What follows belongs to an exercise in optimizing a design on an open flow for small area, a short achievable clock period and few clock cycles per item; a production flow would make more cautious choices.
The RTL was checked by simulation tests, not by an equivalence proof against the original design.
No activity file was given, so power comes from the tool's default toggle rates.

File: design/flow/flow/run.sh
#!/bin/bash
# the standard flow (the standard.sh, standard synthesis unchanged) with two
# changes to how the layout is made:
#  - timing repair aims at a shorter clock period than the design's (a larger setup
#    margin); the design is still laid out and signed off at the design's period
#  - ports are buffered with buf_4 instead of the cell buffer_ports picks by default
# make's output goes to make.log; each ORFS step keeps its own log under orfs/logs.
set -euo pipefail
bash standard.sh SETUP_SLACK_MARGIN=6.5 \
   "BUFFER_PORTS_ARGS=-buffer_cell sky130_fd_sc_hd__buf_4" \
   finish > make.log 2>&1
File: design/flow/standard.sh
#!/bin/bash
# synth_recipe.tcl (not shown) runs the flow's synth.tcl, then flattens the netlist and writes it again
# the make line also repeats each setting of config.mk as NAME=value (left out here)
make -C /OpenROAD-flow-scripts/flow DESIGN_CONFIG=/design/flow/config.mk WORK_HOME=/design/flow/orfs CLKGATE_MAP_FILE= SYNTH_SCRIPT=/design/flow/synth_recipe.tcl "${@:-finish}"
File: design/flow/config.mk
export PLATFORM = sky130hd
export DESIGN_NAME = int8_matrix_vector_zero_point_core
export DESIGN_NICKNAME = int8_matrix_vector_zero_point_core
export VERILOG_FILES = /design/flow/design.v
export SDC_FILE = /design/flow/constraint.sdc
export NUM_CORES = 4
export LEC_CHECK = 0
export CAP_MARGIN = 20
export CORE_MARGIN = 2
export CORE_UTILIZATION = 30
export PLACE_DENSITY = 0.38
export SETUP_SLACK_MARGIN = 0.3
export SLEW_MARGIN = 20
export SYNTH_MEMORY_MAX_BITS = 16384
File: design/flow/constraint.sdc
create_clock -name core_clock -period 10.0 [get_ports {clock}]
set_input_delay 2.0000 -clock core_clock [delete_from_list [all_inputs] [get_ports {clock}]]
set_output_delay 2.0000 -clock core_clock [all_outputs]
set_load 0.01 [all_outputs]
File: design/flow/design.v
package i8mvz_pkg;
   typedef enum logic [0:0] {
      CMD_LOAD_VECTOR   = 1'b0,
      CMD_MATRIX_ELEMENT = 1'b1
   } cmd_type;
   localparam logic [1:0] CSR_ZERO_POINT  = 2'd0;
   localparam logic [1:0] CSR_COLS_IN_USE = 2'd1;
   localparam logic [1:0] CSR_ROWS_IN_USE = 2'd2;
   localparam int ElemWidth  = 8;
   localparam int IndexWidth = 10;
   localparam int ColsWidth  = 11;
   localparam int RowsWidth  = 16;
   localparam int SumWidth   = 32;
   localparam int CsrWidth   = 16;
   localparam logic [ColsWidth-1:0] ColsReset = 11'd1024;
   localparam logic [RowsWidth-1:0] RowsReset = 16'd1;
endpackage
module i8mvz_ram #(
   parameter int WIDTH = 8,
   parameter int DEPTH = 256,
   parameter int WSTEP = 32,
   parameter int RSTEP = 4
) (
   input  logic                             clock,
   input  logic                             wr_en,
   input  logic [$clog2(DEPTH/WSTEP)-1:0]   wr_point,
   input  logic [WIDTH-1:0]                 wr_data,
   input  logic [$clog2(DEPTH/RSTEP)-1:0]   rd_tap,
   output logic [WIDTH-1:0]                 rd_data
);
   localparam int NW = DEPTH / WSTEP;
   localparam int NT = DEPTH / RSTEP;
   logic [DEPTH*WIDTH-1:0] ring_ff;
   logic [DEPTH*WIDTH-1:0] ring_next;
   logic [NT*WIDTH-1:0]    taps;
   always_comb begin
      ring_next = {ring_ff[WIDTH-1:0], ring_ff[DEPTH*WIDTH-1:WIDTH]};
      for (int k = 0; k < NW; k++) begin
         if (wr_en && (32'(wr_point) == k)) begin
            ring_next[k*WSTEP*WIDTH +: WIDTH] = wr_data;
         end
      end
   end
   always_ff @(posedge clock) begin
      ring_ff <= ring_next;
   end
   for (genvar t = 0; t < NT; t++) begin : g_tap
      assign taps[t*WIDTH +: WIDTH] = ring_ff[t*RSTEP*WIDTH +: WIDTH];
   end
   assign rd_data = taps[rd_tap*WIDTH +: WIDTH];
endmodule
module int8_matrix_vector_zero_point_core #(
   parameter int MAX_COLS = 256
) (
   input  logic                                  clock,
   input  logic                                  reset,
   input  logic                                  req_valid,
   output logic                                  req_ready,
   input  logic                                  req_command,
   input  logic signed [i8mvz_pkg::ElemWidth-1:0] req_element,
   input  logic [i8mvz_pkg::IndexWidth-1:0]      req_element_index,
   output logic                                  rsp_valid,
   input  logic                                  rsp_ready,
   output logic signed [i8mvz_pkg::SumWidth-1:0] rsp_row_sum,
   output logic [i8mvz_pkg::RowsWidth-1:0]       rsp_row_index,
   output logic                                  rsp_last_row,
   input  logic                                  csr_write_enable,
   input  logic [1:0]                            csr_index,
   input  logic [i8mvz_pkg::CsrWidth-1:0]        csr_write_data
);
   localparam int AW   = $clog2(MAX_COLS);
   localparam int CW   = i8mvz_pkg::ColsWidth;
   localparam int RW   = i8mvz_pkg::RowsWidth;
   localparam int EW   = i8mvz_pkg::ElemWidth;
   localparam int SW   = i8mvz_pkg::SumWidth;
   localparam int AccW = 24;
   localparam int PW   = 2 * EW + 1;
   localparam int WSTEP = 32;
   localparam int WB    = $clog2(WSTEP);
   localparam int RSTEP = 4;
   localparam int TB    = $clog2(RSTEP);
   logic [EW-1:0] zero_point_ff;
   logic [AW:0]   cols_ff;
   logic [RW-1:0] rows_ff;
   logic [CW-1:0] csr_cols;
   assign csr_cols = csr_write_data[CW-1:0];
   always_ff @(posedge clock) begin
      if (reset) begin
         zero_point_ff <= '0;
         cols_ff       <= (AW+1)'(MAX_COLS);
         rows_ff       <= i8mvz_pkg::RowsReset;
      end else if (csr_write_enable) begin
         if (csr_index == i8mvz_pkg::CSR_ZERO_POINT) begin
            zero_point_ff <= csr_write_data[EW-1:0];
         end
         if (csr_index == i8mvz_pkg::CSR_COLS_IN_USE) begin
            if (csr_cols == '0) begin
               cols_ff <= (AW+1)'(1);
            end else if (32'(csr_cols) > MAX_COLS) begin
               cols_ff <= (AW+1)'(MAX_COLS);
            end else begin
               cols_ff <= (AW+1)'(csr_cols);
            end
         end
         if (csr_index == i8mvz_pkg::CSR_ROWS_IN_USE) begin
            rows_ff <= csr_write_data[RW-1:0];
         end
      end
   end
   logic          adv;
   logic          x_rowend_ff;
   logic          rsp_valid_ff;
   logic          out_full;
   assign out_full = rsp_valid_ff && x_rowend_ff;
   assign adv      = rsp_ready || !out_full;
   logic          f_go;              
   logic          req_ready_ff;      
   logic          req_take;
   logic          k_valid_ff;
   logic          k_cmd_ff;
   logic [EW-1:0] k_elem_ff;
   logic [AW-1:0] k_idx_ff;
   logic          k_hi_ff;
   logic          f_valid_ff;
   logic          f_cmd_ff;
   logic [EW-1:0] f_elem_ff;
   logic [AW-1:0] f_idx_ff;
   logic          f_hi_ff;
   logic          req_hi;
   assign req_ready = req_ready_ff;
   assign req_take  = req_valid && req_ready_ff;
   assign req_hi    = (32'(req_element_index) >= MAX_COLS);
   always_ff @(posedge clock) begin
      if (reset) begin
         f_valid_ff   <= 1'b0;
         k_valid_ff   <= 1'b0;
         req_ready_ff <= 1'b1;
      end else if (f_go) begin
         f_valid_ff   <= k_valid_ff || req_take;
         k_valid_ff   <= 1'b0;
         req_ready_ff <= 1'b1;
      end else if (!k_valid_ff) begin
         k_valid_ff   <= req_take;
         req_ready_ff <= !req_take;
      end
   end
   always_ff @(posedge clock) begin
      if (f_go) begin
         if (k_valid_ff) begin
            f_cmd_ff  <= k_cmd_ff;
            f_elem_ff <= k_elem_ff;
            f_idx_ff  <= k_idx_ff;
            f_hi_ff   <= k_hi_ff;
         end else begin
            f_cmd_ff  <= req_command;
            f_elem_ff <= req_element;
            f_idx_ff  <= AW'(req_element_index);
            f_hi_ff   <= req_hi;
         end
      end
   end
   always_ff @(posedge clock) begin
      if (!k_valid_ff) begin
         k_cmd_ff  <= req_command;
         k_elem_ff <= req_element;
         k_idx_ff  <= AW'(req_element_index);
         k_hi_ff   <= req_hi;
      end
   end
   logic          f_mat;
   logic          f_load;
   logic          f_write;
   logic          f_block;
   logic [AW-1:0] phase_ff;
   logic [AW:0]   colp_ff;
   logic [AW-1:0] rd_pos_ff;
   logic [AW-1:0] wr_pos_ff;
   logic [AW-1:0] wr_pos_new;
   logic          col_first;
   logic          col_last;
   logic [EW-1:0] ram_rd_data;
   assign f_mat     = f_valid_ff && (f_cmd_ff == i8mvz_pkg::CMD_MATRIX_ELEMENT);
   assign f_load    = f_valid_ff && (f_cmd_ff == i8mvz_pkg::CMD_LOAD_VECTOR);
   assign col_first = (colp_ff == (AW+1)'(1));
   assign col_last  = (colp_ff == cols_ff);
   assign f_write = f_load && !f_hi_ff && (wr_pos_ff[WB-1:0] == '0);
   assign f_block = (f_load && !f_hi_ff && (wr_pos_ff[WB-1:0] != '0))
                    || (f_mat && (rd_pos_ff[TB-1:0] != '0));
   assign f_go    = adv && !f_block;
   assign wr_pos_new = (k_valid_ff ? k_idx_ff : AW'(req_element_index)) + ~phase_ff - AW'(1);
   always_ff @(posedge clock) begin
      if (f_go) begin
         wr_pos_ff <= wr_pos_new;
      end else begin
         wr_pos_ff <= wr_pos_ff - AW'(1);
      end
   end
   always_ff @(posedge clock) begin
      if (reset) begin
         phase_ff <= '0;
      end else begin
         phase_ff <= phase_ff + AW'(1);
      end
   end
   always_ff @(posedge clock) begin
      if (reset) begin
         colp_ff <= (AW+1)'(1);
      end else if (f_go) begin
         if (f_load || (f_mat && col_last)) begin
            colp_ff <= (AW+1)'(1);
         end else if (f_mat) begin
            colp_ff <= colp_ff + (AW+1)'(1);
         end
      end
   end
   always_ff @(posedge clock) begin
      if (f_go && (f_load || (f_mat && col_last))) begin
         rd_pos_ff <= ~phase_ff;
      end else if (!(f_go && f_mat)) begin
         rd_pos_ff <= rd_pos_ff - AW'(1);
      end
   end
   i8mvz_ram #(
      .WIDTH(EW),
      .DEPTH(MAX_COLS),
      .WSTEP(WSTEP),
      .RSTEP(RSTEP)
   ) u_vector_ram (
      .clock   (clock),
      .wr_en   (f_write),
      .wr_point(wr_pos_ff[AW-1:WB]),
      .wr_data (f_elem_ff),
      .rd_tap  (rd_pos_ff[AW-1:TB]),
      .rd_data (ram_rd_data)
   );
   logic          s1_mat_ff, s1_load_ff, s1_first_ff, s1_last_ff;
   logic [EW-1:0] s1_elem_ff;
   logic [EW-1:0] s1_rd_ff;
   always_ff @(posedge clock) begin
      if (reset) begin
         s1_mat_ff  <= 1'b0;
         s1_load_ff <= 1'b0;
      end else if (adv) begin
         s1_mat_ff  <= f_mat && !f_block;
         s1_load_ff <= f_load && !f_block;
      end
   end
   always_ff @(posedge clock) begin
      if (adv) begin
         s1_first_ff <= col_first;
         s1_last_ff  <= col_last;
         s1_elem_ff  <= f_elem_ff;
         s1_rd_ff    <= ram_rd_data;
      end
   end
   logic [3:0]    b_p1, b_m1, b_p2, b_m2;
   logic [3:0]    b2, b1, b0;
   logic [EW:0]   s1_d, s1_nd;
   logic [PW-1:0] d_x, nd_x;
   logic [PW-1:0] pp [4];
   logic [PW-1:0] cs1_s, cs1_c;
   assign b2 = {s1_elem_ff[7], s1_elem_ff[5], s1_elem_ff[3], s1_elem_ff[1]};
   assign b1 = {s1_elem_ff[6], s1_elem_ff[4], s1_elem_ff[2], s1_elem_ff[0]};
   assign b0 = {s1_elem_ff[5], s1_elem_ff[3], s1_elem_ff[1], 1'b0};
   assign b_p1 = {4{s1_mat_ff}} & ~b2 & (b1 ^ b0);
   assign b_m1 = {4{s1_mat_ff}} & b2 & (b1 ^ b0);
   assign b_p2 = {4{s1_mat_ff}} & ~b2 & b1 & b0;
   assign b_m2 = {4{s1_mat_ff}} & b2 & ~b1 & ~b0;
   assign s1_d  = $signed({s1_rd_ff[EW-1], s1_rd_ff})
                  - $signed({zero_point_ff[EW-1], zero_point_ff});
   assign s1_nd = $signed({zero_point_ff[EW-1], zero_point_ff})
                  - $signed({s1_rd_ff[EW-1], s1_rd_ff});
   assign d_x   = {{(PW-EW-1){s1_d[EW]}}, s1_d};
   assign nd_x  = {{(PW-EW-1){s1_nd[EW]}}, s1_nd};
   always_comb begin
      for (int j = 0; j < 4; j++) begin
         pp[j] = (({PW{b_p1[j]}} & d_x) | ({PW{b_m1[j]}} & nd_x)
                  | ({PW{b_p2[j]}} & (d_x << 1)) | ({PW{b_m2[j]}} & (nd_x << 1)))
                 << (2 * j);
      end
      cs1_s = pp[0] ^ pp[1] ^ pp[2];
      cs1_c = (pp[0] & pp[1]) | (pp[0] & pp[2]) | (pp[1] & pp[2]);
   end
   logic          s2_mat_ff, s2_load_ff, s2_first_ff, s2_last_ff;
   logic [PW-1:0] s2_cs1_s_ff;
   logic [PW-2:2] s2_cs1_c_ff;
   logic [PW-1:6] s2_pp3_ff;
   always_ff @(posedge clock) begin
      if (reset) begin
         s2_mat_ff  <= 1'b0;
         s2_load_ff <= 1'b0;
      end else if (adv) begin
         s2_mat_ff  <= s1_mat_ff;
         s2_load_ff <= s1_load_ff;
      end
   end
   always_ff @(posedge clock) begin
      if (adv) begin
         s2_first_ff <= s1_first_ff && s1_mat_ff;
         s2_last_ff  <= s1_last_ff;
         s2_cs1_s_ff <= cs1_s;
         s2_cs1_c_ff <= cs1_c[PW-2:2];
         s2_pp3_ff   <= pp[3][PW-1:6];
      end
   end
   logic [PW-1:0] c1_x, p3_x;
   logic [PW-1:0] cs2_s, cs2_c;
   logic [PW-1:0] s2_prod;
   assign c1_x    = {s2_cs1_c_ff, 3'b000};
   assign p3_x    = {s2_pp3_ff, 6'b000000};
   assign cs2_s   = s2_cs1_s_ff ^ c1_x ^ p3_x;
   assign cs2_c   = ((s2_cs1_s_ff & c1_x) | (s2_cs1_s_ff & p3_x) | (c1_x & p3_x)) << 1;
   assign s2_prod = cs2_s + cs2_c;
   logic          s3_mat_ff, s3_load_ff, s3_first_ff, s3_last_ff;
   logic [PW-1:0] s3_prod_ff;
   always_ff @(posedge clock) begin
      if (reset) begin
         s3_mat_ff  <= 1'b0;
         s3_load_ff <= 1'b0;
      end else if (adv) begin
         s3_mat_ff  <= s2_mat_ff;
         s3_load_ff <= s2_load_ff;
      end
   end
   always_ff @(posedge clock) begin
      if (adv) begin
         s3_first_ff <= s2_first_ff;
         s3_last_ff  <= s2_last_ff;
         s3_prod_ff  <= s2_prod;
      end
   end
   logic [AccW-1:0] acc_ff;
   logic [AccW-1:0] s3_prod_x;
   logic            x_load_ff;
   assign s3_prod_x = {{(AccW-PW){s3_prod_ff[PW-1]}}, s3_prod_ff};
   always_ff @(posedge clock) begin
      if (reset) begin
         x_rowend_ff <= 1'b0;
         x_load_ff   <= 1'b0;
      end else if (adv) begin
         x_rowend_ff <= s3_mat_ff && s3_last_ff;
         x_load_ff   <= s3_load_ff;
      end
   end
   always_ff @(posedge clock) begin
      if (adv) begin
         acc_ff <= (s3_first_ff ? AccW'(0) : acc_ff) + s3_prod_x;
      end
   end
   logic [AccW-1:0] rsp_row_sum_ff;
   logic [RW-1:0]   rsp_row_index_ff;
   logic            rsp_last_row_ff;
   logic            row_zero_ff;       
   logic            r_load;
   logic [RW-1:0]   next_index;
   logic            next_last;
   assign r_load     = adv && x_rowend_ff;
   assign next_index = row_zero_ff ? '0 : (rsp_row_index_ff + RW'(1));
   assign next_last  = row_zero_ff ? (rows_ff <= RW'(1))
                       : ({1'b0, rsp_row_index_ff} + (RW+1)'(2) >= {1'b0, rows_ff});
   always_ff @(posedge clock) begin
      if (reset) begin
         rsp_valid_ff <= 1'b0;
         row_zero_ff  <= 1'b1;
      end else begin
         if (r_load) begin
            rsp_valid_ff <= 1'b1;
         end else if (rsp_ready) begin
            rsp_valid_ff <= 1'b0;
         end
         if (r_load) begin
            row_zero_ff <= next_last;
         end else if (adv && x_load_ff) begin
            row_zero_ff <= 1'b1;
         end
      end
   end
   always_ff @(posedge clock) begin
      if (r_load) begin
         rsp_row_sum_ff   <= acc_ff;
         rsp_row_index_ff <= next_index;
         rsp_last_row_ff  <= next_last;
      end
   end
   assign rsp_valid     = rsp_valid_ff;
   assign rsp_row_sum   = {{(SW-AccW){rsp_row_sum_ff[AccW-1]}}, rsp_row_sum_ff};
   assign rsp_row_index = rsp_row_index_ff;
   assign rsp_last_row  = rsp_last_row_ff;
endmodule
==> impl_results.md, run 1 <==
- Status: finished clean
- Post-Synthesis Cells: 3,694
- Pre-CTS WS: 5900 ps
- Worst path required time: 8000 ps
- Post-Syn Area per Cell: 16.2 sq um
- Die height: 450 um
- Yosys warnings: 3
- PortBufs: 92
- Largest net degree at the start of global routing: 109
- Routed len/inst: 16.3 um
- FF-to-FF Start: rsp_row_index_ff[1]
- Hpwl dp: 65.6 mm
- Max FO, Critical Path: 5
- Clk Latency, worst-skew pair: 850 ps
- Hold Path Depth: 0
- Critical path class: flip-flop to primary output
- Post-synth ARST share: 0
- Crit path arrival time: 1530 ps
- #FFs+latches synth: 2,295
- Setup crit end: rsp_row_sum[23]
- Setup tns final: 0 ps
- Global-route wire length before repair: 173 mm
- Num CTS Buffers: 226
- Global-route total usage across every layer: 0.111
- Clk_skew: 43.4 ps
- Hold_buf cts: 0
- Nets: 4,124
- Most common cell after layout, fill and taps aside: dfxtp_1
- Post-Synth XOR/XNOR Area: 0.0161
- Vias in the first global route: 28,100
- Root buffer cell: clkbuf_16
- Smallest setup slack after layout: 6470 ps
- Slew Limit Fails: 0
- Final Setup Violations: 0
- CP Launch Type: flip-flop
- Worst-margin pin slew: 1010 ps
- Clk slew on worst S/H paths: 60 ps
- Max cap viols: 0
- Adder-Cell Fraction of Synth Area: 0.0277
- Period utilisation layout: 0.353
- Layout cells sized above 1: 0.194
- Most frequent cells in the layout: 2,136 x dfxtp_1, 233 x clkbuf_16, 161 x mux4_2, 158 x edfxtp_1, 149 x nor2_1
- Final Critical Period: 3530 ps
- Worst vdd ir: 0.201 mV
- Pleak: 28.3 nW
- Hold Path Class: flip-flop to flip-flop
- RSZ-0062 raised after global routing: true
- Core Footprint: 197,000 sq um
- Bufs on Longest Clock Path: 3
- GR Overflow Total: 0
- Register area share after synthesis: 0.797
- Detailed Route WL: 111 mm
- Largest family of logic cells by synthesized area: multiplexers
- Worst slew margin: 0.327
- Nature of the critical path endpoint: primary output
- CTS tree: yes
- Post-route ant nets: 0
- Starting Density: 0.302
- H-tree Lvls: 4
- Number of library cell types mapped by synthesis: 75
- I/O pin total: 93
- Initial antenna violation count: 1
- Synth Area in Simple Gates: 0.0341
- Total power per unit cell area: 275 nW/um^2
- Max Freq: 283 MHz
- Reg2reg path depth: 14
- Die W: 450 um
- Placer Congestion: 0.781
- Area Growth Syn to Fin: 20.4%
- Row cnt: 163
- Vias per inst: 3.96
- Initial DRC Count: 1,347
- EDFF count, synth: 158
- HP Start: u_vector_ram.ring_ff[497]
- Mux cell area share after synthesis: 0.0801
- R2R Path End: rsp_last_row_ff
- Die area: 202,000 sq um
- Vias post-DR: 26,900
- Syn Nets: 3,853
- Drt first pass iters: 7
- Mapped Area: 59,700 sq um
- R2r setup slk: 6650 ps
- CP startpoint: rsp_row_sum_ff[23]
- TritonCTS Sinks: 2,295
- Count of final hold-check violations: 0
- Predominant post-synthesis flop cell: dfxtp_1
- DRC Markers: 0
- Synth Area in Compound Gates: 0.0319
-- worst max-delay path, cell delays in order (launching register included) --
cell and delay (ps):
edfxtp_1 410, buf_6 160, buf_6 120
-- Yosys cell counts, types with 7 or more instances --
| cell | instances | share of area |
|---|---|---|
| fa_1 | 25 | 0.0084 |
| mux2_2 | 81 | 0.015 |
| buf_4 | 11 | 0.0014 |
| mux2i_1 | 22 | 0.0037 |
| nand2b_1 | 17 | 0.0018 |
| or3_1 | 7 | 0.00073 |
| o21a_1 | 7 | 0.00088 |
| buf_1 | 16 | 0.0010 |
| inv_1 | 94 | 0.0059 |
| nor3_1 | 14 | 0.0012 |
| nand3_1 | 33 | 0.0028 |
| o211ai_1 | 8 | 0.0010 |
| mux4_2 | 161 | 0.061 |
| xor2_1 | 53 | 0.0078 |
| o21ai_0 | 39 | 0.0033 |
| a221o_1 | 8 | 0.0013 |
| a21o_1 | 30 | 0.0038 |
| nor2b_1 | 33 | 0.0035 |
| clkbuf_1 | 60 | 0.0038 |
| o221ai_1 | 9 | 0.0013 |
| nand2_1 | 100 | 0.0063 |
| ha_1 | 92 | 0.019 |
| a211oi_1 | 10 | 0.0013 |
| xnor2_1 | 57 | 0.0084 |
| and3_1 | 10 | 0.0010 |
| nand4_1 | 12 | 0.0013 |
| a21oi_1 | 92 | 0.0077 |
| dfxtp_1 | 2137 | 0.72 |
| nand3b_1 | 7 | 0.00088 |
| buf_2 | 14 | 0.0012 |
| nor2_1 | 152 | 0.0096 |
| a22oi_1 | 24 | 0.0030 |
| edfxtp_1 | 158 | 0.080 |
| nor4_1 | 10 | 0.0010 |
-- layout make-up --
class                      count  area, sq um
timing repair buffer         145         1270
tap                         2640         3300
clock inverter                73          941
clock buffer                 343         6930
fill                       18700       126000
inverter                      95          383
sequential                  2295        47500
multi-input combinational   1202        11500
antenna                        1         2.50
-- logic make-up after synthesis --
family | after synthesis
multiplexers | 266
adder cells (fa/ha/maj) | 117
AND/OR/NAND/NOR | 422
flip-flops | 2295
AO/OA/AOI/OAI | 287
XOR/XNOR | 110
buffers and inverters | 197
-- report_power, final --
group | internal (W) | total (W) | switching [W]
Sequential | 0.00942 | 0.00955 | 0.000128
Combinational | 0.000634 | 0.00158 | 0.000951
Clock | 0.00511 | 0.00862 | 0.00351
-- metal layers --
| layer | vias to the layer above | global-route usage | share of wire |
|---|---|---|---|
| met2 | 460 | 0.177 | 0.46 |
| met5 | - | 0 | 0 |
| met3 | 227 | 0.0238 | 0.037 |
| met1 | 13000 | 0.148 | 0.48 |
| li1 | 13200 | - | - |
| met4 | 0 | 0.0408 | 0.026 |
-- worst min-delay path by stage --
| stage | endpoint | slack [ps] |
|---|---|---|
| global route | u_vector_ram.ring_ff[489] | 300 |
| CTS | u_vector_ram.ring_ff[489] | 290 |
| detailed placement | u_vector_ram.ring_ff[135] | 310 |
| finish | u_vector_ram.ring_ff[489] | 290 |
| floorplan | u_vector_ram.ring_ff[1000] | 310 |
| global placement | u_vector_ram.ring_ff[41] | 310 |
-- registers in the layout (all words and copies together) (netlist names), 9 cells and up --
signal and cells:
cols_ff 9, s2_pp3_ff 10, s3_prod_ff 17, s2_cs1_c_ff 12
colp_ff 9, rows_ff 16, acc_ff 24, rsp_row_sum_ff 24
rsp_row_index_ff 16, s2_cs1_s_ff 14, u_vector_ram.ring_ff 2048
-- through the flow --
stage	utilization	power, W	instances	hold WS (ps)	area, sq um
floorplan	-	0.0108	3694	310	59700
global placement	0.322	0.0113	6348	310	63500
detailed placement	0.322	0.0113	6348	312	63500
CTS	0.364	0.0201	6787	291	71800
global route	0.364	0.0206	6793	301	71900
finish	0.364	0.0198	6794	290	71900
-- repair_timing --
action                                  CTS  global route
endpoints found under the setup margin   55            30
pin swaps                                 0             2
resized for setup                        45             9
buffers inserted                         22             6
endpoints found under the hold margin     0             0
gates cloned                              1             0
Testbench counts, summed over its fixed seeds: cycles 74,927, items 71,425.
==> run 2: changes to the inputs <==
--- a/design/flow/design.v
+++ b/design/flow/design.v
@@ -109,10 +109,7 @@
    end
    logic          adv;
    logic          x_rowend_ff;
-   logic          rsp_valid_ff;
-   logic          out_full;
-   assign out_full = rsp_valid_ff && x_rowend_ff;
-   assign adv      = rsp_ready || !out_full;
+   assign adv = rsp_ready || !x_rowend_ff;
    logic          f_go;              
    logic          req_ready_ff;      
    logic          req_take;
@@ -171,11 +168,11 @@
    logic          f_load;
    logic          f_write;
    logic          f_block;
-   logic [AW-1:0] phase_ff;
+   logic [AW-1:0] mphase_ff;
    logic [AW:0]   colp_ff;
    logic [AW-1:0] rd_pos_ff;
-   logic [AW-1:0] wr_pos_ff;
-   logic [AW-1:0] wr_pos_new;
+   logic [AW-1:0] wr_q_ff;
+   logic [AW-1:0] wr_q_new;
    logic          col_first;
    logic          col_last;
    logic [EW-1:0] ram_rd_data;
@@ -183,23 +180,23 @@
    assign f_load    = f_valid_ff && (f_cmd_ff == i8mvz_pkg::CMD_LOAD_VECTOR);
    assign col_first = (colp_ff == (AW+1)'(1));
    assign col_last  = (colp_ff == cols_ff);
-   assign f_write = f_load && !f_hi_ff && (wr_pos_ff[WB-1:0] == '0);
-   assign f_block = (f_load && !f_hi_ff && (wr_pos_ff[WB-1:0] != '0))
+   assign f_write = f_load && !f_hi_ff && (wr_q_ff[WB-1:0] == WB'(1));
+   assign f_block = (f_load && !f_hi_ff && (wr_q_ff[WB-1:0] != WB'(1)))
                     || (f_mat && (rd_pos_ff[TB-1:0] != '0));
    assign f_go    = adv && !f_block;
-   assign wr_pos_new = (k_valid_ff ? k_idx_ff : AW'(req_element_index)) + ~phase_ff - AW'(1);
+   assign wr_q_new = (k_valid_ff ? k_idx_ff : AW'(req_element_index)) + mphase_ff;
    always_ff @(posedge clock) begin
       if (f_go) begin
-         wr_pos_ff <= wr_pos_new;
+         wr_q_ff <= wr_q_new;
       end else begin
-         wr_pos_ff <= wr_pos_ff - AW'(1);
+         wr_q_ff <= wr_q_ff - AW'(1);
       end
    end
    always_ff @(posedge clock) begin
       if (reset) begin
-         phase_ff <= '0;
+         mphase_ff <= '1;
       end else begin
-         phase_ff <= phase_ff + AW'(1);
+         mphase_ff <= mphase_ff - AW'(1);
       end
    end
    always_ff @(posedge clock) begin
@@ -215,7 +212,7 @@
    end
    always_ff @(posedge clock) begin
       if (f_go && (f_load || (f_mat && col_last))) begin
-         rd_pos_ff <= ~phase_ff;
+         rd_pos_ff <= mphase_ff;
       end else if (!(f_go && f_mat)) begin
          rd_pos_ff <= rd_pos_ff - AW'(1);
       end
@@ -228,7 +225,7 @@
    ) u_vector_ram (
       .clock   (clock),
       .wr_en   (f_write),
-      .wr_point(wr_pos_ff[AW-1:WB]),
+      .wr_point(wr_q_ff[AW-1:WB]),
       .wr_data (f_elem_ff),
       .rd_tap  (rd_pos_ff[AW-1:TB]),
       .rd_data (ram_rd_data)
@@ -331,15 +328,18 @@
    end
    logic [AccW-1:0] acc_ff;
    logic [AccW-1:0] s3_prod_x;
-   logic            x_load_ff;
+   logic [RW-1:0]   rsp_row_index_ff;
+   logic            rsp_last_row_ff;
+   logic            row_zero_ff;       
+   logic            x_end;             
+   logic [RW-1:0]   next_index;
+   logic            next_last;
    assign s3_prod_x = {{(AccW-PW){s3_prod_ff[PW-1]}}, s3_prod_ff};
    always_ff @(posedge clock) begin
       if (reset) begin
          x_rowend_ff <= 1'b0;
-         x_load_ff   <= 1'b0;
       end else if (adv) begin
          x_rowend_ff <= s3_mat_ff && s3_last_ff;
-         x_load_ff   <= s3_load_ff;
       end
    end
    always_ff @(posedge clock) begin
@@ -347,43 +347,27 @@
          acc_ff <= (s3_first_ff ? AccW'(0) : acc_ff) + s3_prod_x;
       end
    end
-   logic [AccW-1:0] rsp_row_sum_ff;
-   logic [RW-1:0]   rsp_row_index_ff;
-   logic            rsp_last_row_ff;
-   logic            row_zero_ff;       
-   logic            r_load;
-   logic [RW-1:0]   next_index;
-   logic            next_last;
-   assign r_load     = adv && x_rowend_ff;
+   assign x_end      = adv && s3_mat_ff && s3_last_ff;
    assign next_index = row_zero_ff ? '0 : (rsp_row_index_ff + RW'(1));
    assign next_last  = row_zero_ff ? (rows_ff <= RW'(1))
                        : ({1'b0, rsp_row_index_ff} + (RW+1)'(2) >= {1'b0, rows_ff});
    always_ff @(posedge clock) begin
       if (reset) begin
-         rsp_valid_ff <= 1'b0;
-         row_zero_ff  <= 1'b1;
-      end else begin
-         if (r_load) begin
-            rsp_valid_ff <= 1'b1;
-         end else if (rsp_ready) begin
-            rsp_valid_ff <= 1'b0;
-         end
-         if (r_load) begin
-            row_zero_ff <= next_last;
-         end else if (adv && x_load_ff) begin
-            row_zero_ff <= 1'b1;
-         end
+         row_zero_ff <= 1'b1;
+      end else if (x_end) begin
+         row_zero_ff <= next_last;
+      end else if (adv && s3_load_ff) begin
+         row_zero_ff <= 1'b1;
       end
    end
    always_ff @(posedge clock) begin
-      if (r_load) begin
-         rsp_row_sum_ff   <= acc_ff;
+      if (x_end) begin
          rsp_row_index_ff <= next_index;
          rsp_last_row_ff  <= next_last;
       end
    end
-   assign rsp_valid     = rsp_valid_ff;
-   assign rsp_row_sum   = {{(SW-AccW){rsp_row_sum_ff[AccW-1]}}, rsp_row_sum_ff};
+   assign rsp_valid     = x_rowend_ff;
+   assign rsp_row_sum   = {{(SW-AccW){acc_ff[AccW-1]}}, acc_ff};
    assign rsp_row_index = rsp_row_index_ff;
    assign rsp_last_row  = rsp_last_row_ff;
 endmodule
--- a/design/flow/flow/run.sh
+++ b/design/flow/flow/run.sh
@@ -6,6 +6,6 @@
 #  - ports are buffered with buf_4 instead of the cell buffer_ports picks by default
 # make's output goes to make.log; each ORFS step keeps its own log under orfs/logs.
 set -euo pipefail
-bash standard.sh SETUP_SLACK_MARGIN=6.5 \
+bash standard.sh SETUP_SLACK_MARGIN=7.0 \
    "BUFFER_PORTS_ARGS=-buffer_cell sky130_fd_sc_hd__buf_4" \
    finish > make.log 2>&1
--- a/design/flow/config.mk
+++ b/design/flow/config.mk
@@ -8,6 +8,8 @@
 export CAP_MARGIN = 20
 export CORE_MARGIN = 2
 export CORE_UTILIZATION = 30
+export CTS_CLUSTER_DIAMETER = 60
+export CTS_CLUSTER_SIZE = 30
 export PLACE_DENSITY = 0.38
 export SETUP_SLACK_MARGIN = 0.3
 export SLEW_MARGIN = 20
==> run 2 against run 1 <==
Compared with the run above: still clean; non-clock buffer count up 75; combinational power grew about 10%; register-to-register slack improved by 90 ps; sequential share of layout area about the same; setup slack improved by 39 ps; clock skew is 13 ps higher; cell area is 1.6% lower; via count increased by 1.7%; clock power shrank 21%; global-route usage is 0.47 points higher; critical path type unchanged; largest power group unchanged; highest routed layer unchanged.
==> impl_results.md, run 2 <==
- R2R Path End: s2_cs1_s_ff[15] (was rsp_last_row_ff)
- CP Launch Type: flip-flop (unchanged)
- Placer Congestion: 0.784 (was 0.781)
- Global-route wire length before repair: 176 mm (was 173 mm)
- Predominant post-synthesis flop cell: dfxtp_1 (unchanged)
- #FFs+latches synth: 2,269 (was 2,295)
- Syn Nets: 3,913 (was 3,853)
- Largest net degree at the start of global routing: 109 (unchanged)
- Initial DRC Count: 1,266 (was 1,347)
- Reg2reg path depth: 13 (was 14)
- Post-Syn Area per Cell: 15.8 sq um (was 16.2 sq um)
- Status: finished clean (unchanged)
- Die height: 449 um (was 450 um)
- FF-to-FF Start: s1_rd_ff[0] (was rsp_row_index_ff[1])
- Num CTS Buffers: 149 (was 226)
- Die area: 201,000 sq um (was 202,000 sq um)
- Global-route total usage across every layer: 0.116 (was 0.111)
- Hold Path Depth: 0 (unchanged)
- Most Crowded Layer GR: met2 (unchanged)
- Detailed Route WL: 116 mm (was 111 mm)
- Vias post-DR: 27,300 (was 26,900)
- Switching part of the total: 0.253 (was 0.232)
- Starting Density: 0.301 (was 0.302)
- TritonCTS Sinks: 2,269 (was 2,295)
- Clk_skew: 56.4 ps (was 43.4 ps)
- Hpwl dp: 69.2 mm (was 65.6 mm)
- Final Setup Violations: 0 (unchanged)
- I/O pin total: 93 (unchanged)
- Critical path class: flip-flop to primary output (unchanged)
- Met1 Resource Use GR: 0.159 (was 0.148)
- Crit path arrival time: 1490 ps (was 1530 ps)
- Max Freq: 287 MHz (was 283 MHz)
- HP Start: u_vector_ram.ring_ff[1066] (was u_vector_ram.ring_ff[497])
- Initial antenna violation count: 5 (was 1)
- Area contributors post-synth: dfxtp_1 72%, edfxtp_1 6.8%, mux4_2 6.1% (was dfxtp_1 72%, edfxtp_1 8.0%, mux4_2 6.1%)
- Clock power frac: 0.381 (was 0.436)
- RSZ-0062 raised after global routing: true (unchanged)
- Worst-margin pin slew: 982 ps (was 1010 ps)
- Hold Path Sink: u_vector_ram.ring_ff[1058] (was u_vector_ram.ring_ff[489])
- Yosys warnings: 3 (unchanged)
- Layout cells sized above 1: 0.212 (was 0.194)
- Top post-synthesis cells by count: 2,135 x dfxtp_1, 171 x nor2_1, 160 x mux4_2 (was 2,137 x dfxtp_1, 161 x mux4_2, 158 x edfxtp_1)
- Met2 usage: 0.181 (was 0.177)
- PortBufs: 92 (unchanged)
- Internal power: 0.0134 W (was 0.0152 W)
- H-tree Lvls: 4 (unchanged)
- Most numerous cell in the Yosys netlist: dfxtp_1 (unchanged)
- Grt met3 use: 0.0251 (was 0.0238)
- Bufs on Longest Clock Path: 3 (unchanged)
- Net Sw Power: 0.00453 W (was 0.00459 W)
- EDFF count, synth: 134 (was 158)
- Setup tns final: 0 ps (unchanged)
- Area Growth Syn to Fin: 19.3% (was 20.4%)
- Yosys top cell by area: dfxtp_1 (unchanged)
- Hold Path Class: flip-flop to flip-flop (unchanged)
- Vias per inst: 4.03 (was 3.96)
- Post-route ant nets: 0 (unchanged)
- Hold_buf cts: 0 (unchanged)
- Vias in the first global route: 27,800 (was 28,100)
- Post-synth top area share: 0.721 (was 0.717)
- Sequential cell fraction of total power: 0.522 (was 0.484)
- Most common cell after layout, fill and taps aside: dfxtp_1 (unchanged)
- Count of final hold-check violations: 0 (unchanged)
- CTS tree: yes (unchanged)
- Comb power frac: 0.097 (was 0.080)
- Routed len/inst: 17.1 um (was 16.3 um)
- Worst vdd ir: 0.107 mV (was 0.201 mV)
- Largest register FFs: 2,048 (unchanged)
- Root buffer cell: clkbuf_16 (unchanged)
- Period utilisation layout: 0.349 (was 0.353)
- R2r setup slk: 6740 ps (was 6650 ps)
- Drt first pass iters: 5 (was 7)
- Most frequent cells in the layout: 2,133 x dfxtp_1, 162 x nor2_1, 160 x mux4_2, 156 x clkbuf_16, 145 x buf_4 (was 2,136 x dfxtp_1, 233 x clkbuf_16, 161 x mux4_2, 158 x edfxtp_1, 149 x nor2_1)
- Pwr Total: 0.0180 W (was 0.0198 W)
- Slew Limit Fails: 0 (unchanged)
- Biggest regs: u_vector_ram.ring_ff x2048, acc_ff x24, s3_prod_ff x17 (was u_vector_ram.ring_ff x2048, acc_ff x24, rsp_row_sum_ff x24)
- Nets: 4,174 (was 4,124)
- Total power per unit cell area: 254 nW/um^2 (was 275 nW/um^2)
- Row cnt: 163 (unchanged)
- Most flops, register: u_vector_ram.ring_ff (unchanged)
- Core Footprint: 197,000 sq um (about the same)
- Register area share after synthesis: 0.789 (was 0.797)
- Mapped Area: 59,300 sq um (was 59,700 sq um)
- Max FO, Critical Path: 5 (unchanged)
- Final Critical Period: 3490 ps (was 3530 ps)
- Post-Synthesis Cells: 3,759 (was 3,694)
- Nature of the critical path endpoint: primary output (unchanged)
- Post-synth ARST share: 0 (unchanged)
- Worst slew margin: 0.342 (was 0.327)
- Clk Latency, worst-skew pair: 810 ps (was 850 ps)
- GR Overflow Total: 0 (unchanged)
- Clk slew on worst S/H paths: 80 ps (was 60 ps)
- Die W: 449 um (was 450 um)
- DRC Markers: 0 (unchanged)
- Max cap viols: 0 (unchanged)
- Pleak: 27.5 nW (was 28.3 nW)
- Worst path required time: 8000 ps (about the same)
- Number of library cell types mapped by synthesis: 82 (was 75)
==> run 2: cell types whose count changed in the layout (fill, tap and decap cells not counted), moves of 23 or more <==
cell and delta:
buf_4 +33, buf_6 +30, clkbuf_1 -36, clkbuf_16 -77, clkbuf_8 -63, clkinv_2 -35
edfxtp_1 -24, inv_1 -28, nand2_1 +23
==> run 2: cells by family after synthesis <==
family / after synthesis / share of synthesized area
buf+inv: 182 / 0.0128
flops: 2269 / 0.789
fa+ha+maj: 112 / 0.0268
xor+xnor: 98 / 0.0147
simple gates: 511 / 0.0420
compound gates: 325 / 0.0353
mux: 262 / 0.0798
==> run 2: power by group through the flow <==
stage	Clock, W	Sequential (W)	Combinational (W)
after floorplan	0	0.00952	0.00101
after global placement	0	0.00958	0.00147
after detailed placement	0	0.00958	0.00147
after CTS	0.00713	0.00938	0.00171
after global routing	0.00747	0.00939	0.00190
final	0.00684	0.00937	0.00174
==> run 2: final cells by class <==
class	count	area [sq um]
Antenna cell	4	10.0
Fill cell	18700	126000
Sequential cell	2269	46800
Clock buffer	165	3960
Multi-Input combinational cell	1308	12700
Clock inverter	110	1570
Tap cell	2640	3300
Timing Repair Buffer	220	2150
Inverter	72	309
==> run 2: per-stage QoR <==
| stage | std cells | cell area, sq um | hold WS [ps] | setup WS [ps] | util |
|---|---|---|---|---|---|
| 4_1_cts | 6750 | 70100 | 286 | 6430 | 0.356 |
| 6_report | 6788 | 70700 | 291 | 6510 | 0.359 |
| 5_1_grt | 6785 | 70700 | 283 | 6410 | 0.359 |
| 3_5_place_dp | 6405 | 63300 | 312 | 5730 | 0.321 |
| 2_1_floorplan | 3759 | 59600 | 310 | 6270 | - |
| 3_3_place_gp | 6405 | 63300 | 310 | 5760 | 0.321 |
==> run 2: how the worst max path moves through the flow <==
stage | from | endpoint | slack [ps] | cells after the start
after floorplan | req_element_index[0] | wr_q_ff[6] | 6270 | 10
after global placement | rsp_ready | colp_ff[0] | 5760 | 7
after detailed placement | rsp_ready | colp_ff[0] | 5730 | 7
after CTS | acc_ff[8] | rsp_row_sum[8] | 6430 | 1
after global routing | acc_ff[23] | rsp_row_sum[28] | 6410 | 2
final | acc_ff[23] | rsp_row_sum[28] | 6510 | 2
==> run 2: repair_timing <==
item / CTS / global route
pin swaps: 51 / 44
cloned: 4 / 2
buffers inserted: 66 / 32
resized for setup: 147 / 82
setup endpoints to repair: 155 / 94
endpoints found under the hold margin: 0 / 0
==> run 2: worst max-delay path, cell delays in order, from the launching register on <==
cell and delay (ps):
edfxtp_1 420, buf_6 160, buf_6 110
==> run 2: layer usage <==
metal	share of wire	routed length (um)
met1	0.49	56600
met2	0.45	52600
met3	0.037	4280
met4	0.024	2820
met5	0	0
Testbench counts of run 2, summed over its fixed seeds: cycles 74,919, items 71,425.
==> run 3: changes to the inputs <==
--- a/design/flow/config.mk
+++ b/design/flow/config.mk
@@ -8,8 +8,8 @@
 export CAP_MARGIN = 20
 export CORE_MARGIN = 2
 export CORE_UTILIZATION = 30
-export CTS_CLUSTER_DIAMETER = 60
-export CTS_CLUSTER_SIZE = 30
+export CTS_CLUSTER_DIAMETER = 50
+export CTS_CLUSTER_SIZE = 20
 export PLACE_DENSITY = 0.38
 export SETUP_SLACK_MARGIN = 0.3
 export SLEW_MARGIN = 20
==> run 3 against run 2 <==
Compared with the run above: non-clock buffer count is 2 lower; critical path type unchanged; clock skew is 22 ps lower; power is 4.8% higher; flip-flop and latch count stayed put; sequential power hardly changed; count of clock-buffer cells in the layout is 44 higher; combinational power hardly changed; critical endpoint unchanged; highest routed layer unchanged; routed wire length is 0.57% higher.
==> impl_results.md, run 3 <==
- Drt first pass iters: 5 (unchanged)
- Area contributors post-synth: dfxtp_1 72%, edfxtp_1 6.8%, mux4_2 6.1% (unchanged)
- Grt met3 use: 0.0255 (was 0.0251)
- Final Setup Violations: 0 (unchanged)
- RSZ-0062 raised after global routing: true (unchanged)
- Final instance area: 71,800 sq um (was 70,700 sq um)
- Clk slew on worst S/H paths: 80 ps (about the same)
- Root buffer cell: clkbuf_16 (unchanged)
- Slew Limit Fails: 0 (unchanged)
- Crit path arrival time: 1500 ps (was 1490 ps)
- CTS tree: yes (unchanged)
- Most common cell after layout, fill and taps aside: dfxtp_1 (unchanged)
- Post-synth top area share: 0.721 (unchanged)
- PortBufs: 92 (unchanged)
- Post-route ant nets: 0 (unchanged)
- Register area share after synthesis: 0.789 (unchanged)
- Vias in the first global route: 28,200 (was 27,800)
- Finished Core Util: 0.365 (was 0.359)
- Core Footprint: 197,000 sq um (unchanged)
- Bufs on Longest Clock Path: 3 (unchanged)
- Pwr Total: 0.0188 W (was 0.0180 W)
- Finished Layout Cells: 6,857 (was 6,788)
- Hold Path Class: flip-flop to flip-flop (unchanged)
- Syn Nets: 3,913 (unchanged)
- Placer Congestion: 0.784 (unchanged)
- Final Critical Period: 3500 ps (was 3490 ps)
- I/O pin total: 93 (unchanged)
- Setup tns final: 0 ps (unchanged)
- Max FO, Critical Path: 5 (unchanged)
- Routed len/inst: 17.1 um (about the same)
- Placed Cells: 6,405 (unchanged)
- Clk_skew: 34.6 ps (was 56.4 ps)
- Number of library cell types mapped by synthesis: 82 (unchanged)
- DRC Markers: 0 (unchanged)
- Period utilisation layout: 0.350 (was 0.349)
- Row cnt: 163 (unchanged)
- Largest register FFs: 2,048 (unchanged)
- Most Crowded Layer GR: met2 (unchanged)
- Starting Density: 0.301 (unchanged)
- H-tree Lvls: 4 (unchanged)
- Max cap viols: 0 (unchanged)
- Die W: 449 um (unchanged)
- Post-synth ARST share: 0 (unchanged)
- EDFF count, synth: 134 (unchanged)
- Area Growth Syn to Fin: 21.2% (was 19.3%)
- Vias per inst: 4.02 (was 4.03)
- Nets: 4,211 (was 4,174)
- Post-Synthesis Cells: 3,759 (unchanged)
- TritonCTS Sinks: 2,269 (unchanged)
- Mapped Area: 59,300 sq um (unchanged)
- Count of final hold-check violations: 0 (unchanged)
- Num CTS Buffers: 188 (was 149)
- Most numerous cell in the Yosys netlist: dfxtp_1 (unchanged)
- Die height: 449 um (unchanged)
- Met1 Resource Use GR: 0.159 (about the same)
- Hpwl dp: 69.2 mm (unchanged)
- Die area: 201,000 sq um (unchanged)
- Most frequent cells in the layout: 2,133 x dfxtp_1, 196 x clkbuf_16, 162 x nor2_1, 160 x mux4_2, 138 x buf_4 (was 2,133 x dfxtp_1, 162 x nor2_1, 160 x mux4_2, 156 x clkbuf_16, 145 x buf_4)
- Largest net degree at the start of global routing: 109 (unchanged)
- CP Launch Type: flip-flop (unchanged)
- GR Overflow Total: 0 (unchanged)
- Yosys warnings: 3 (unchanged)
- Biggest regs: u_vector_ram.ring_ff x2048, acc_ff x24, s3_prod_ff x17 (unchanged)
- Global-route wire length before repair: 178 mm (was 176 mm)
- Pleak: 28.0 nW (was 27.5 nW)
- Yosys top cell by area: dfxtp_1 (unchanged)
- Top post-synthesis cells by count: 2,135 x dfxtp_1, 171 x nor2_1, 160 x mux4_2 (unchanged)
- Layout cells sized above 1: 0.225 (was 0.212)
- Hold_buf cts: 0 (unchanged)
- Status: finished clean (unchanged)
- Worst path required time: 8000 ps (about the same)
- Initial antenna violation count: 6 (was 5)
- Global-route total usage across every layer: 0.116 (about the same)
- Initial DRC Count: 1,209 (was 1,266)
- Most flops, register: u_vector_ram.ring_ff (unchanged)
- Critical path class: flip-flop to primary output (unchanged)
- #FFs+latches synth: 2,269 (unchanged)
- Worst vdd ir: 0.149 mV (was 0.107 mV)
- Met2 usage: 0.182 (was 0.181)
- Nature of the critical path endpoint: primary output (unchanged)
- Worst slew margin: 0.334 (was 0.342)
- Predominant post-synthesis flop cell: dfxtp_1 (unchanged)
- Worst-margin pin slew: 995 ps (was 982 ps)
- Max Freq: 286 MHz (was 287 MHz)
- Post-Syn Area per Cell: 15.8 sq um (unchanged)
- Filler instances: 18,600 (was 18,700)
- Clk Latency, worst-skew pair: 830 ps (was 810 ps)
- Total power per unit cell area: 262 nW/um^2 (was 254 nW/um^2)
- Post-DP Area: 63,300 sq um (unchanged)
- Detailed Route WL: 117 mm (was 116 mm)
- Vias post-DR: 27,600 (was 27,300)
[run 3: cell counts after synthesis]
Identical to the previous run, type by type.
[run 3: critical path, cell delays in order (launching register included)]
cell and delay, ps:
edfxtp_1 420, buf_6 160, buf_6 110
[run 3: cell families (layout without fill, tap and decap cells)]
| family | count (synthesis) | count (layout) | synth area share |
|---|---|---|---|
| AND/OR/NAND/NOR | 511 | 511 | 0.0420 |
| other | 0 | 3 | 0 |
| flip-flops | 2269 | 2269 | 0.789 |
| multiplexers | 262 | 262 | 0.0798 |
| XOR/XNOR | 98 | 98 | 0.0147 |
| buffers and inverters | 182 | 637 | 0.0128 |
| AO/OA/AOI/OAI | 325 | 325 | 0.0353 |
| adder cells (fa/ha/maj) | 112 | 112 | 0.0268 |
[run 3: worst paths after layout]
| check | slack (ps) | cells past startpoint | start | endpoint |
|---|---|---|---|---|
| hold / removal | 300 | 0 | u_vector_ram.ring_ff[1044] | u_vector_ram.ring_ff[1036] |
| setup / recovery | 6500 | 2 | acc_ff[23] | rsp_row_sum[28] |
| hold reg to reg | 300 | 0 | u_vector_ram.ring_ff[1044] | u_vector_ram.ring_ff[1036] |
| setup reg to reg | 6770 | 12 | s1_rd_ff[0] | s2_cs1_s_ff[12] |
[run 3: what timing repair did]
item,CTS,global route
setup buffers,66,31
setup endpoints to repair,156,91
pin swaps,50,47
endpoints found under the hold margin,0,0
resized for setup,144,84
gates cloned,4,1
[run 3: metrics by stage]
step | hold slack, ps | setup WS (ps)
final | 302 | 6500
after global routing | 309 | 6410
after CTS | 300 | 6410
after detailed placement | 312 | 5730
after global placement | 310 | 5760
after floorplan | 310 | 6270
[run 3: area by class of cell]
cell class / count / area, sq um / share of cell area
inverter: 72 / 309 / 0.00430
tap: 2640 / 3300 / 0.0460
clock buffer: 209 / 4960 / 0.0691
multi-input combinational: 1308 / 12700 / 0.176
sequential: 2269 / 46800 / 0.651
clock inverter: 138 / 1680 / 0.0233
antenna: 3 / 7.51 / 0.000104
timing repair buffer: 218 / 2170 / 0.0302
[run 3: layer usage]
metal | up-vias | wire length [um]
met5 | - | 0
met4 | 0 | 2950
met3 | 203 | 4660
met2 | 400 | 52800
met1 | 13500 | 56600
li1 | 13500 | -
[run 3: power by group]
part	switching, W	internal (W)	total [W]
combinational	0.000944	0.000809	0.00175
clock	0.00363	0.00406	0.00769
sequential	0.000132	0.00924	0.00937
==> run 4: changes to the inputs <==
--- a/design/flow/config.mk
+++ b/design/flow/config.mk
@@ -7,10 +7,10 @@
 export LEC_CHECK = 0
 export CAP_MARGIN = 20
 export CORE_MARGIN = 2
-export CORE_UTILIZATION = 30
-export CTS_CLUSTER_DIAMETER = 50
-export CTS_CLUSTER_SIZE = 20
-export PLACE_DENSITY = 0.38
+export CORE_UTILIZATION = 70
+export CTS_CLUSTER_DIAMETER = 60
+export CTS_CLUSTER_SIZE = 30
+export PLACE_DENSITY = 0.8
 export SETUP_SLACK_MARGIN = 0.3
 export SLEW_MARGIN = 20
 export SYNTH_MEMORY_MAX_BITS = 16384
==> run 4 against run 3 <==
Compared with the run above: global-route usage increased by 16 points; critical path type unchanged; flip-flop and latch count unchanged; power decreased by 14%; setup slack improved by 100 ps; largest power group unchanged; count of clock-buffer cells in the layout decreased by 96.
==> impl_results.md, run 4 <==
- Hold Path Class: flip-flop to flip-flop (unchanged)
- Post-DP Area: 61,300 sq um (was 63,300 sq um)
- Die W: 295 um (was 449 um)
- Largest register FFs: 2,048 (unchanged)
- Syn Nets: 3,913 (unchanged)
- Biggest regs: u_vector_ram.ring_ff x2048, acc_ff x24, s3_prod_ff x17 (unchanged)
- Layout cells sized above 1: 0.183 (was 0.225)
- Post-synth top area share: 0.721 (unchanged)
- Sequential cell fraction of total power: 0.580 (was 0.498)
- Area Growth Syn to Fin: 11.9% (was 21.2%)
- Vias in the first global route: 29,400 (was 28,200)
- H-tree Lvls: 3 (was 4)
- Hold Path Depth: 0 (unchanged)
- Hold Path Sink: u_vector_ram.ring_ff[429] (was u_vector_ram.ring_ff[1036])
- RSZ-0062 raised after global routing: true (unchanged)
- Placed Cells: 4,888 (was 6,405)
- Worst-margin pin slew: 1080 ps (was 995 ps)
- Comb power frac: 0.099 (was 0.093)
- Slew Limit Fails: 0 (unchanged)
- Global-route wire length before repair: 182 mm (was 178 mm)
- Die area: 87,100 sq um (was 201,000 sq um)
- Sequential standard cell area: 46,800 sq um (about the same)
- Clk_skew: 35.8 ps (was 34.6 ps)
- GR Overflow Total: 0 (unchanged)
- Post-route ant nets: 0 (unchanged)
- Finished Core Util: 0.792 (was 0.365)
- Worst vdd ir: 0.207 mV (was 0.149 mV)
- Largest net degree at the start of global routing: 109 (unchanged)
- Initial DRC Count: 2,002 (was 1,209)
- Most numerous cell in the Yosys netlist: dfxtp_1 (unchanged)
- Starting Density: 0.707 (was 0.301)
- Vias per inst: 5.49 (was 4.02)
- Max FO, Critical Path: 5 (unchanged)
- Count of final hold-check violations: 0 (unchanged)
- Reg2reg path depth: 13 (was 12)
- Area occupied by multi-input gates: 12,500 sq um (was 12,700 sq um)
- Filler instances: 4,225 (was 18,600)
- HP Start: u_vector_ram.ring_ff[437] (was u_vector_ram.ring_ff[1044])
- Post-Synthesis Cells: 3,759 (unchanged)
- R2R Path End: s2_cs1_s_ff[9] (was s2_cs1_s_ff[12])
- #FFs+latches synth: 2,269 (unchanged)
- Fin Hold WS: 316 ps (was 302 ps)
- Core Footprint: 83,800 sq um (was 197,000 sq um)
- I/O pin total: 93 (unchanged)
- EDFF count, synth: 134 (unchanged)
- Die height: 295 um (was 449 um)
- Post-synth ARST share: 0 (unchanged)
- Clock power frac: 0.321 (was 0.409)
- Clk Latency, worst-skew pair: 710 ps (was 830 ps)
- Global-route total usage across every layer: 0.279 (was 0.116)
- Mapped Area: 59,300 sq um (unchanged)
- Status: finished clean (unchanged)
- Max cap viols: 0 (unchanged)
- Final instance area: 66,400 sq um (was 71,800 sq um)
- Area contributors post-synth: dfxtp_1 72%, edfxtp_1 6.8%, mux4_2 6.1% (unchanged)
- Period utilisation layout: 0.339 (was 0.350)
- Total power per unit cell area: 244 nW/um^2 (was 262 nW/um^2)
- DRC Markers: 0 (unchanged)
- Most frequent cells in the layout: 2,131 x dfxtp_1, 161 x nor2_1, 160 x mux4_2, 134 x edfxtp_1, 118 x nand2_1 (was 2,133 x dfxtp_1, 196 x clkbuf_16, 162 x nor2_1, 160 x mux4_2, 138 x buf_4)
- PortBufs: 92 (unchanged)
- Top post-synthesis cells by count: 2,135 x dfxtp_1, 171 x nor2_1, 160 x mux4_2 (unchanged)
- Register area share after synthesis: 0.789 (unchanged)
- Switching part of the total: 0.250 (about the same)
- Placer Congestion: 0.913 (was 0.784)
- Num CTS Buffers: 102 (was 188)
- Most flops, register: u_vector_ram.ring_ff (unchanged)
- Row cnt: 106 (was 163)
- Worst slew margin: 0.277 (was 0.334)
- Number of library cell types mapped by synthesis: 82 (unchanged)
- Bufs on Longest Clock Path: 3 (unchanged)
- CTS tree: yes (unchanged)
- Pleak: 26.3 nW (was 28.0 nW)
- Initial antenna violation count: 3 (was 6)
- Yosys top cell by area: dfxtp_1 (unchanged)
- Worst path required time: 8000 ps (about the same)
- Nature of the critical path endpoint: primary output (unchanged)
- Net Sw Power: 0.00404 W (was 0.00471 W)
- Yosys warnings: 3 (unchanged)
- CP Launch Type: flip-flop (unchanged)
- TritonCTS Sinks: 2,269 (unchanged)
- Predominant post-synthesis flop cell: dfxtp_1 (unchanged)
- Critical path class: flip-flop to primary output (unchanged)
- Max Freq: 295 MHz (was 286 MHz)
- R2r setup slk: 6860 ps (was 6770 ps)
- Clk slew on worst S/H paths: 120 ps (was 80 ps)
- Routed len/inst: 23.6 um (was 17.1 um)
- Post-Syn Area per Cell: 15.8 sq um (unchanged)
- Drt first pass iters: 6 (was 5)
- Vias post-DR: 28,300 (was 27,600)
- Most common cell after layout, fill and taps aside: dfxtp_1 (unchanged)
- Hpwl dp: 60.3 mm (was 69.2 mm)
- Detailed Route WL: 121 mm (was 117 mm)
- Crit path arrival time: 1390 ps (was 1500 ps)
- CP startpoint: acc_ff[23] (unchanged)
- Root buffer cell: clkbuf_16 (unchanged)
- Nets: 4,100 (was 4,211)
- Internal power: 0.0121 W (was 0.0141 W)
- FF-to-FF Start: s1_rd_ff[0] (unchanged)
- Final Critical Period: 3390 ps (was 3500 ps)
- Setup tns final: 0 ps (unchanged)
- Finished Layout Cells: 5,148 (was 6,857)
- Final Setup Violations: 0 (unchanged)
==> run 4: worst max-delay path: stages, from the launching register on <==
cell	delay [ps]
edfxtp_1	430
buf_6	160
buf_6	120
==> run 4: per-stage QoR <==
stage               total power, W  worst slack [ps]
finish                      0.0162              6610
global route                0.0166              6570
CTS                         0.0161              6600
detailed placement          0.0109              5850
global placement            0.0109              5910
floorplan                   0.0105              6270
==> run 4: cell families after synthesis <==
group / synth area share
buf+inv: 0.0128
simple gates: 0.0420
compound gates: 0.0353
flops: 0.789
fa+ha+maj: 0.0268
xor+xnor: 0.0147
mux: 0.0798
==> run 4: power groups by stage <==
stage          Clock, W  Sequential [W]  Combinational [W]
4_1_cts         0.00520         0.00938            0.00153
6_report        0.00520         0.00938            0.00160
3_5_place_dp          0         0.00958            0.00133
2_1_floorplan         0         0.00952            0.00101
5_1_grt         0.00553         0.00940            0.00170
3_3_place_gp          0         0.00958            0.00132
==> run 4: what timing repair did <==
| item | in CTS | in global routing |
|---|---|---|
| pin swaps | 36 | 38 |
| hold buffers | 0 | 0 |
| resized for setup | 98 | 84 |
| setup buffers | 59 | 23 |
| endpoints found under the setup margin | 129 | 101 |
| gates cloned | 4 | 2 |
==> run 4: routing by layer <==
| layer | vias up | routed length (um) | part of all wire | track usage |
|---|---|---|---|---|
| met1 | 14200 | 52500 | 0.43 | 0.384 |
| met5 | - | 0 | 0 | 0 |
| met3 | 204 | 5530 | 0.046 | 0.0362 |
| li1 | 13100 | - | - | - |
| met4 | 0 | 3100 | 0.026 | 0.0742 |
| met2 | 747 | 60300 | 0.50 | 0.475 |
==> run 4: cell type report <==
class / count / share of cell area
sequential: 2269 / 0.705
multi-input combinational: 1308 / 0.188
timing repair buffer: 193 / 0.0288
inverter: 72 / 0.00447
tap: 1134 / 0.0214
clock inverter: 57 / 0.0123
clock buffer: 113 / 0.0402
antenna: 2 / 0.0000754
==> run 4: worst max-delay path by stage <==
stage                 endpoint  slack, ps  cells past startpoint
4_1_cts        rsp_row_sum[28]       6600                      2
3_3_place_gp        colp_ff[0]       5910                      7
5_1_grt        rsp_row_sum[31]       6570                      2
2_1_floorplan       wr_q_ff[6]       6270                     10
3_5_place_dp        colp_ff[0]       5850                      7
6_report       rsp_row_sum[31]       6610                      2
==> run 5: changes to the inputs <==
--- a/design/flow/config.mk
+++ b/design/flow/config.mk
@@ -7,10 +7,11 @@
 export LEC_CHECK = 0
 export CAP_MARGIN = 20
 export CORE_MARGIN = 2
-export CORE_UTILIZATION = 70
+export CORE_UTILIZATION = 55
+export CTS_BUF_LIST = sky130_fd_sc_hd__clkbuf_8 sky130_fd_sc_hd__clkbuf_16
 export CTS_CLUSTER_DIAMETER = 60
 export CTS_CLUSTER_SIZE = 30
-export PLACE_DENSITY = 0.8
+export PLACE_DENSITY = 0.65
 export SETUP_SLACK_MARGIN = 0.3
 export SLEW_MARGIN = 20
 export SYNTH_MEMORY_MAX_BITS = 16384
==> run 5 against run 4 <==
Compared with the run above: still clean on timing, DRC and antenna; routed wire length fell by 18%; count of clock-buffer cells in the layout rose by 13; critical path depth did not move; via count fell by 3.9%; clock skew fell by 6.9 ps; sequential share of layout area fell by 1.2 points; clock power rose by 8.1%; power rose by 2.6%; first-iteration DRC count fell by 14%; critical path type unchanged; critical endpoint is now rsp_row_sum[26].
==> impl_results.md, run 5 <==
- R2r setup slk: 6750 ps (was 6860 ps)
- TritonCTS Sinks: 2,269 (unchanged)
- Final Setup Violations: 0 (unchanged)
- DRC Markers: 0 (unchanged)
- Final Critical Period: 3390 ps (about the same)
- Placer Congestion: 0.883 (was 0.913)
- Final instance area: 67,500 sq um (was 66,400 sq um)
- Routed len/inst: 18.3 um (was 23.6 um)
- Vias in the first global route: 26,500 (was 29,400)
- Max FO, Critical Path: 5 (unchanged)
- FF-to-FF Start: s1_rd_ff[0] (unchanged)
- Worst-margin pin slew: 1090 ps (was 1080 ps)
- Max cap viols: 0 (unchanged)
- Row cnt: 120 (was 106)
- Die W: 332 um (was 295 um)
- Initial antenna violation count: 4 (was 3)
- Most common cell after layout, fill and taps aside: dfxtp_1 (unchanged)
- Internal power: 0.0125 W (was 0.0121 W)
- CP Launch Type: flip-flop (unchanged)
- Total power per unit cell area: 246 nW/um^2 (was 244 nW/um^2)
- Initial DRC Count: 1,718 (was 2,002)
- Starting Density: 0.554 (was 0.707)
- EDFF count, synth: 134 (unchanged)
- Post-DP Area: 61,700 sq um (was 61,300 sq um)
- Hold Path Sink: u_vector_ram.ring_ff[1928] (was u_vector_ram.ring_ff[429])
- Worst path required time: 8000 ps (about the same)
- Yosys top cell by area: dfxtp_1 (unchanged)
- Critical path class: flip-flop to primary output (unchanged)
- HP Start: u_vector_ram.ring_ff[1936] (was u_vector_ram.ring_ff[437])
- Register area share after synthesis: 0.789 (unchanged)
- Clock power frac: 0.338 (was 0.321)
- Global-route total usage across every layer: 0.178 (was 0.279)
- Largest register FFs: 2,048 (unchanged)
- Detailed Route WL: 99.8 mm (was 121 mm)
- Yosys warnings: 3 (unchanged)
- Hpwl dp: 59.1 mm (was 60.3 mm)
- Die area: 110,000 sq um (was 87,100 sq um)
- Crit path arrival time: 1390 ps (about the same)
- Hold Path Depth: 0 (unchanged)
- Most frequent cells in the layout: 2,131 x dfxtp_1, 160 x mux4_2, 160 x nor2_1, 134 x edfxtp_1, 129 x buf_4 (was 2,131 x dfxtp_1, 161 x nor2_1, 160 x mux4_2, 134 x edfxtp_1, 118 x nand2_1)
- Vias per inst: 4.97 (was 5.49)
- Count of final hold-check violations: 0 (unchanged)
- Drt first pass iters: 5 (was 6)
- Reg2reg path depth: 11 (was 13)
- Clk Latency, worst-skew pair: 710 ps (about the same)
- Diode count: 0 (was 2)
- Syn Nets: 3,913 (unchanged)
- Die height: 332 um (was 295 um)
- RSZ-0062 raised after global routing: true (unchanged)
- PortBufs: 92 (unchanged)
- Vias post-DR: 27,200 (was 28,300)
- Setup tns final: 0 ps (unchanged)
- Hold Path Class: flip-flop to flip-flop (unchanged)
- Switching part of the total: 0.244 (was 0.250)
- Core Footprint: 107,000 sq um (was 83,800 sq um)
- Period utilisation layout: 0.339 (about the same)
- Post-route ant nets: 0 (unchanged)
- GR Overflow Total: 0 (unchanged)
- Bufs on Longest Clock Path: 3 (unchanged)
- Predominant post-synthesis flop cell: dfxtp_1 (unchanged)
- Clk_skew: 28.9 ps (was 35.8 ps)
- Post-synth top area share: 0.721 (unchanged)
- Most flops, register: u_vector_ram.ring_ff (unchanged)
- Nature of the critical path endpoint: primary output (unchanged)
- Status: finished clean (unchanged)
- Number of library cell types mapped by synthesis: 82 (unchanged)
- Global-route wire length before repair: 153 mm (was 182 mm)
- R2R Path End: s2_cs1_s_ff[15] (was s2_cs1_s_ff[9])
- Top post-synthesis cells by count: 2,135 x dfxtp_1, 171 x nor2_1, 160 x mux4_2 (unchanged)
- Filler instances: 7,786 (was 4,225)
- Nets: 4,122 (was 4,100)
- Pwr Total: 0.0166 W (was 0.0162 W)
- Biggest regs: u_vector_ram.ring_ff x2048, acc_ff x24, s3_prod_ff x17 (unchanged)
- Slew Limit Fails: 0 (unchanged)
- Mapped Area: 59,300 sq um (unchanged)
- Finished Layout Cells: 5,466 (was 5,148)
- Comb power frac: 0.097 (was 0.099)
- H-tree Lvls: 3 (unchanged)
- Worst vdd ir: 0.162 mV (was 0.207 mV)
- Worst slew margin: 0.270 (was 0.277)
- Largest net degree at the start of global routing: 109 (unchanged)
- Num CTS Buffers: 114 (was 102)
- Post-Syn Area per Cell: 15.8 sq um (unchanged)
- Max Freq: 295 MHz (about the same)
- Placed Cells: 5,160 (was 4,888)
- Root buffer cell: clkbuf_16 (unchanged)
- Net Sw Power: 0.00406 W (was 0.00404 W)
- #FFs+latches synth: 2,269 (unchanged)
- Clk slew on worst S/H paths: 100 ps (was 120 ps)
- Post-synth ARST share: 0 (unchanged)
- Area contributors post-synth: dfxtp_1 72%, edfxtp_1 6.8%, mux4_2 6.1% (unchanged)
- I/O pin total: 93 (unchanged)
- Sequential cell fraction of total power: 0.564 (was 0.580)
- Most numerous cell in the Yosys netlist: dfxtp_1 (unchanged)
- Pleak: 26.7 nW (was 26.3 nW)
- Layout cells sized above 1: 0.193 (was 0.183)
- Area Growth Syn to Fin: 13.8% (was 11.9%)
- CTS tree: yes (unchanged)
- Post-Synthesis Cells: 3,759 (unchanged)
[run 5: cell counts after synthesis]
Identical to the previous run, type by type.
[run 5: metrics by stage]
stage / util / hold WS, ps / setup slack [ps]
4_1_cts: 0.624 / 322 / 6580
3_5_place_dp: 0.576 / 312 / 5810
2_1_floorplan: - / 310 / 6270
3_3_place_gp: 0.576 / 310 / 5830
5_1_grt: 0.631 / 320 / 6560
6_report: 0.631 / 321 / 6610
[run 5: power groups by stage]
| stage | combinational, W | clock [W] | sequential (W) |
|---|---|---|---|
| after floorplan | 0.00101 | 0 | 0.00952 |
| after global placement | 0.00135 | 0 | 0.00958 |
| after detailed placement | 0.00136 | 0 | 0.00958 |
| after CTS | 0.00151 | 0.00575 | 0.00937 |
| after global routing | 0.00174 | 0.00609 | 0.00939 |
| final | 0.00162 | 0.00562 | 0.00937 |
[run 5: worst max-delay path, cell delays in order, from the launching register on]
cell,delay (ps)
edfxtp_1,430
buf_6,160
buf_6,110
[run 5: worst max-delay path by stage]
stage	from	to	slack (ps)	cells after the start
after floorplan	req_element_index[0]	wr_q_ff[6]	6270	10
after global placement	rsp_ready	colp_ff[0]	5830	7
after detailed placement	rsp_ready	colp_ff[0]	5810	7
after CTS	acc_ff[23]	rsp_row_sum[31]	6580	2
after global routing	acc_ff[23]	rsp_row_sum[27]	6560	2
final	acc_ff[23]	rsp_row_sum[26]	6610	2
[run 5: layout make-up]
type | instances | area (sq um) | area share
clock buffers | 126 | 3060 | 0.0454
repair buffers | 203 | 1960 | 0.0290
inverters | 72 | 297 | 0.00439
well taps | 1403 | 1760 | 0.0260
flip-flops and latches | 2269 | 46800 | 0.693
clock inverters | 85 | 1180 | 0.0174
multi-input cells | 1308 | 12500 | 0.185
[run 5: cells by family (layout without fill, tap and decap cells)]
kind of cell               count (synthesis)  count (layout)  share of synthesized area
DFF                                     2269            2269                      0.789
AOI/OAI and AO/OA                        325             325                     0.0353
and+or+nand+nor                          511             511                     0.0420
muxes                                    262             262                     0.0798
adders and majority gates                112             112                     0.0268
buffers and inverters                    182             486                     0.0128
xor gates and xnor gates                  98              98                     0.0147
[run 5: what timing repair did]
item / 4_1_cts / 5_1_grt
setup buffers: 57 / 34
cloned: 1 / 3
endpoints found under the setup margin: 120 / 96
pin swaps: 41 / 37
hold buffers: 0 / 0
gates resized for setup: 113 / 73
hold endpoints to repair: 0 / 0
[run 5: layer usage]
metal,vias up,track usage,share of wire
met2,545,0.272,0.45
met1,13300,0.264,0.49
li1,13200,-,-
met5,-,0,0
met4,0,0.0520,0.023
met3,155,0.0271,0.042

separate check: timing with driven ports:
The results above use ideal ports. As a check the final layouts listed here were re-extracted and re-timed, cells and wires unchanged. Step 1 (the two cells are an assumption about what drives the block):
set clk [get_ports {clock}]
set_driving_cell -lib_cell sky130_fd_sc_hd__clkbuf_16 $clk
set_driving_cell -lib_cell sky130_fd_sc_hd__buf_2 [delete_from_list [all_inputs] $clk]
Step 2, shift: input delay + t, output delay - t, t = (earliest + latest rising clock arrival at the registers) / 2. This alone moves slack from input paths to output paths. Three values: no drivers, after step 1, after step 2; two values: the first two.
run | t (ns) | slack for setup (ns) | worst setup path after step 2
run 1 | 0.909 | 6.472 / 6.390 / 5.824 | input to register
run 2 | 0.864 | 6.511 / 6.433 / 6.107 | input to register
run 3 | 0.887 | 6.504 / 6.426 / 6.068 | input to register
run 4 | 0.760 | 6.608 / 6.541 / 6.084 | input to register
run 5 | 0.765 | 6.610 / 6.544 / 6.064 | input to register
After both steps every run listed still meets setup and hold. For run 1, which loses most, drivers alone change the setup slack by -0.082 ns; drivers and shift together by -0.648 ns.
